Context: an optimization exercise on an open-source flow, tuned for small area and a short achievable clock period. The choices shown serve that exercise and are no tape-out recipe.
In this exercise RTL edits were held to simulation tests only and were not proved equivalent to the original.
The flow treats the clock pin as an ideal source. Dropping or thinning the clock tree relies on that and would not hold on a real chip.
No activity file was given, so power comes from the tool's default toggle rates.

## frameReadout
module frameReadout (
	input logic clk,
	input logic rst,
	input logic [frameReadoutPkg::NumChan-1:0] strobe,
	input logic wrEn,
	input logic [frameReadoutPkg::ChanWidth-1:0] wrChan,
	input logic [frameReadoutPkg::AdrWidth-1:0] wrAdr,
	input logic [frameReadoutPkg::DataWidth-1:0] wrData,
	output logic txd,
	output logic busy
);
Size: roughly 2300 cells after synthesis, ~830 flip-flops, ~26 I/O pins, about 26000 sq um of cells after synthesis.
Settings: LEC_CHECK=0, CAP_MARGIN=20, CORE_MARGIN=2, CORE_UTILIZATION=40, CTS_BUF_LIST=sky130_fd_sc_hd__clkbuf_16, CTS_CLUSTER_DIAMETER=60, CTS_CLUSTER_SIZE=30, SETUP_SLACK_MARGIN=3.4, SLEW_MARGIN=20; clock period 5.0 ns.
standard.sh (not shown) runs the stock make flow with config.mk's settings and CLKGATE_MAP_FILE= SYNTH_SCRIPT=/design/flow/synth_recipe.tcl, a recipe that flattens the netlist after the stock synthesis.
==> flow/flow/run.sh <==
#!/bin/bash
# Standard layout, except for the clock tree: after CTS its root buffer is dropped, so the clock
# port drives the tree's first level (4 pins), and both remaining levels become inverters.
set -euo pipefail
here=$(pwd)
res=$here/orfs/results/sky130hd/frameReadout/base
bash standard.sh cts > standard_cts.log 2>&1
CTS_ODB=$res/4_cts.odb OUT_ODB=$res/4_cts.odb openroad -no_init -exit flow/invtree.tcl > invtree.log 2>&1
bash standard.sh finish > standard_finish.log 2>&1
Other scripts of this flow, unchanged in this note and not shown: flow/flow/invtree.tcl
The first run completed with no timing, DRC or antenna violations.
Then changed:
Settings changed: PLACE_DENSITY from default to 0.75, SETUP_SLACK_MARGIN 3.4 to 3.3.
The changed run finished with timing, DRC and antenna clean.
Worst setup slack degrades by 0.023 ns.
Design area is lower by 1.4%.
Register-to-register slack degrades by 0.03 ns.
Clock skew is higher by 0.012 ns.
Die area does not change.
Synthesized area stays the same.
Power is lower by 1.2%.
Utilization is lower by 0.62 points.
Global-route usage is lower by 1.1 points.
Maximum frequency is lower by 1.3%.
Then changed:
Settings changed: PLACE_DENSITY 0.75 to default, SETUP_SLACK_MARGIN 3.3 to 3.2.
Clock power came out higher by about 3%.
Register-to-register slack got worse by 0.05 ns.
Cell area stays flat.
Setup slack barely changes.
Maximum frequency barely changes.
Hold slack stays flat.
Wire length goes up by 3.4%.
Then changed:
Settings changed: CORE_UTILIZATION 40 to 70, SETUP_SLACK_MARGIN 3.2 to 3.3.
Result:
- The changed run ran to the end with no violations
- design area fell by a few percent
- combinational power went up by about a fifth
- cell count decreases by roughly a tenth
- wire length goes down by a few percent
- worst setup slack is better by 0.0031 ns
- clock power fell by a little under a tenth
- power falls slightly
- maximum frequency barely changes
Then changed:
Settings changed: CAP_MARGIN 20 to 0, CORE_UTILIZATION 70 to 40, CTS_CLUSTER_DIAMETER 60 to 70, CTS_CLUSTER_SIZE 30 to 27, SLEW_MARGIN 20 to 0.
After rerunning: Register-to-register slack hardly moves. Worst setup slack improved by 0.016 ns. First-iteration DRC count is higher by 1.1%. Utilization went down by 32 points.


Starting RTL as in the previous note.
export LEC_CHECK = 0
export CAP_MARGIN = 20
export CORE_MARGIN = 2
export CORE_UTILIZATION = 40
export CTS_BUF_LIST = sky130_fd_sc_hd__clkbuf_16
export CTS_CLUSTER_DIAMETER = 80
export CTS_CLUSTER_SIZE = 30
export SETUP_SLACK_MARGIN = 3.2
export SLEW_MARGIN = 20
create_clock -name core_clock -period 5.0 [get_ports {clk}]
==> flow/flow/run.sh <==
#!/bin/bash
set -euo pipefail
here=$(pwd)
res=$here/orfs/results/sky130hd/frameReadout/base
bash standard.sh 'BUFFER_PORTS_ARGS=-buffer_cell sky130_fd_sc_hd__buf_2' cts > standard_cts.log 2>&1
CTS_ODB=$res/4_cts.odb OUT_ODB=$res/4_cts.odb openroad -no_init -exit flow/unroot.tcl > unroot.log 2>&1
bash standard.sh finish > standard_finish.log 2>&1
==> flow/flow/unroot.tcl <==
# Drop the clock tree's root buffer and let the clock port drive its loads, when they are few.
set db_file $::env(CTS_ODB)
read_db $db_file
set block [ord::get_db_block]
set port_net [[$block findBTerm clk] getNet]
set loads {}
foreach it [$port_net getITerms] { lappend loads $it }
puts "clock port loads: [llength $loads]"
if {[llength $loads] == 1} {
  set root [[lindex $loads 0] getInst]
  set out_net ""
  foreach it [$root getITerms] {
    if {[$it isOutputSignal]} { set out_net [$it getNet] }
  }
  set subs {}
  foreach it [$out_net getITerms] { if {[$it isInputSignal]} { lappend subs $it } }
  puts "root [$root getName] ([[$root getMaster] getName]) drives [llength $subs] pins"
  if {[llength $subs] <= 4} {
    foreach it $subs { $it disconnect; $it connect $port_net }
    odb::dbInst_destroy $root
    odb::dbNet_destroy $out_net
    puts "root buffer removed"
    write_db $::env(OUT_ODB)
  }
}
The first run produced a clean layout.
Rerun with:
==> flow/flow/run.sh (replaced) <==
#!/bin/bash
set -euo pipefail
here=$(pwd)
res=$here/orfs/results/sky130hd/frameReadout/base
bash standard.sh cts > standard_cts.log 2>&1
CTS_ODB=$res/4_cts.odb OUT_ODB=$res/4_cts.odb openroad -no_init -exit flow/unroot.tcl > unroot.log 2>&1
bash standard.sh finish > standard_finish.log 2>&1
Settings changed: SETUP_SLACK_MARGIN 3.2 to 3.3.
What happened:
- fmax is higher by 1.2%
- first-iteration DRC count is higher by 37%
- wire length is higher by 1.5%
- core utilization is higher by 0.37 points
- global-route usage is higher by 0.34 points
- worst setup slack improved by 0.023 ns
- clock skew barely changes
- sequential cell count stays the same
Rerun with:
Settings changed: SETUP_SLACK_MARGIN 3.3 to 3.2.
=> The new run finished with timing, DRC and antenna clean. Flip-flop and latch count does not change. Design area is lower by 0.48%. Setup slack degrades by 0.0036 ns. Via count is higher by 0.57%. Clock-buffer cell count is lower by 1. Non-clock buffer count is lower by 2.
Rerun with:
Settings changed: SETUP_SLACK_MARGIN 3.2 to 3.1.
Outcome: Total power shrinks by 1.7%; sequential cell count is unchanged; global-route usage shrinks by 0.29 points; die area does not change; design area shrinks by 0.41%; setup slack is about the same; synthesized area is unchanged; synthesized cell count is unchanged; sequential share of layout area grows by 0.18 points; core utilization shrinks by 0.18 points.
Rerun with:
Settings changed: CTS_BUF_LIST sky130_fd_sc_hd__clkbuf_16 to sky130_fd_sc_hd__clkbuf_8, CTS_CLUSTER_DIAMETER 80 to 50, CTS_CLUSTER_SIZE 30 to 15, SETUP_SLACK_MARGIN 3.1 to 3.2.
=> Sequential power stays flat; clock power increases by 31%; die area stays the same; non-clock buffer count decreases by 3; final cell count increases by 2.2%; count of clock-buffer cells in the layout increases by 51; power increases by 8.7%; sequential share of layout area decreases by 1.4 points; worst setup slack gets worse by 0.28 ns.

## what the ideal ports hide
Ports are ideal in the flow. The routed layouts listed here were re-timed in OpenROAD.
Step 1 assumes that a clkbuf_16 drives the clock port and a buf_2 every other input.
Step 2 adds t to the input delays and takes it off the output delays; t is the mean of the earliest and latest rising clock arrival at the registers after step 1. Input paths then give back, and output paths get back, about the clock's delay inside the block.
Slacks: ideal / step 1 / step 2; pairs: ideal / step 1.
run	t, ns	slack for setup (ns)	worst register clock-pin slew, ns	worst data-port slew with drivers (ns)	cell pins on the clock port's net
the first run of note 1	0.536	3.208 / 2.959 / 2.895	0.12 / 0.12	0.06	4
the second run of note 1	0.532	3.185 / 2.934 / 2.925	0.12 / 0.12	0.06	4
the third run of note 1	0.551	3.188 / 2.930 / 2.919	0.11 / 0.12	0.06	4
the fourth run of note 1	0.502	3.191 / 2.964 / 2.884	0.11 / 0.12	0.06	4
the fifth run of note 1	0.520	3.207 / 2.956 / 2.921	0.11 / 0.11	0.06	4
the first run of note 2	0.510	3.066 / 2.939 / 2.912	0.11 / 0.11	0.06	4
the second run of note 2	0.520	3.090 / 2.964 / 2.829	0.12 / 0.12	0.04	4
the third run of note 2	0.514	3.086 / 2.959 / 2.881	0.11 / 0.11	0.04	4
the fourth run of note 2	0.510	3.084 / 2.961 / 2.712	0.12 / 0.12	0.04	4
the fifth run of note 2	0.712	2.807 / 2.752 / 2.633	0.10 / 0.10	0.04	1
After both steps every run listed still meets setup and hold. The setup slack of the fourth run of note 2, which loses most, moves by -0.123 ns with the drivers and by -0.372 ns with both steps.
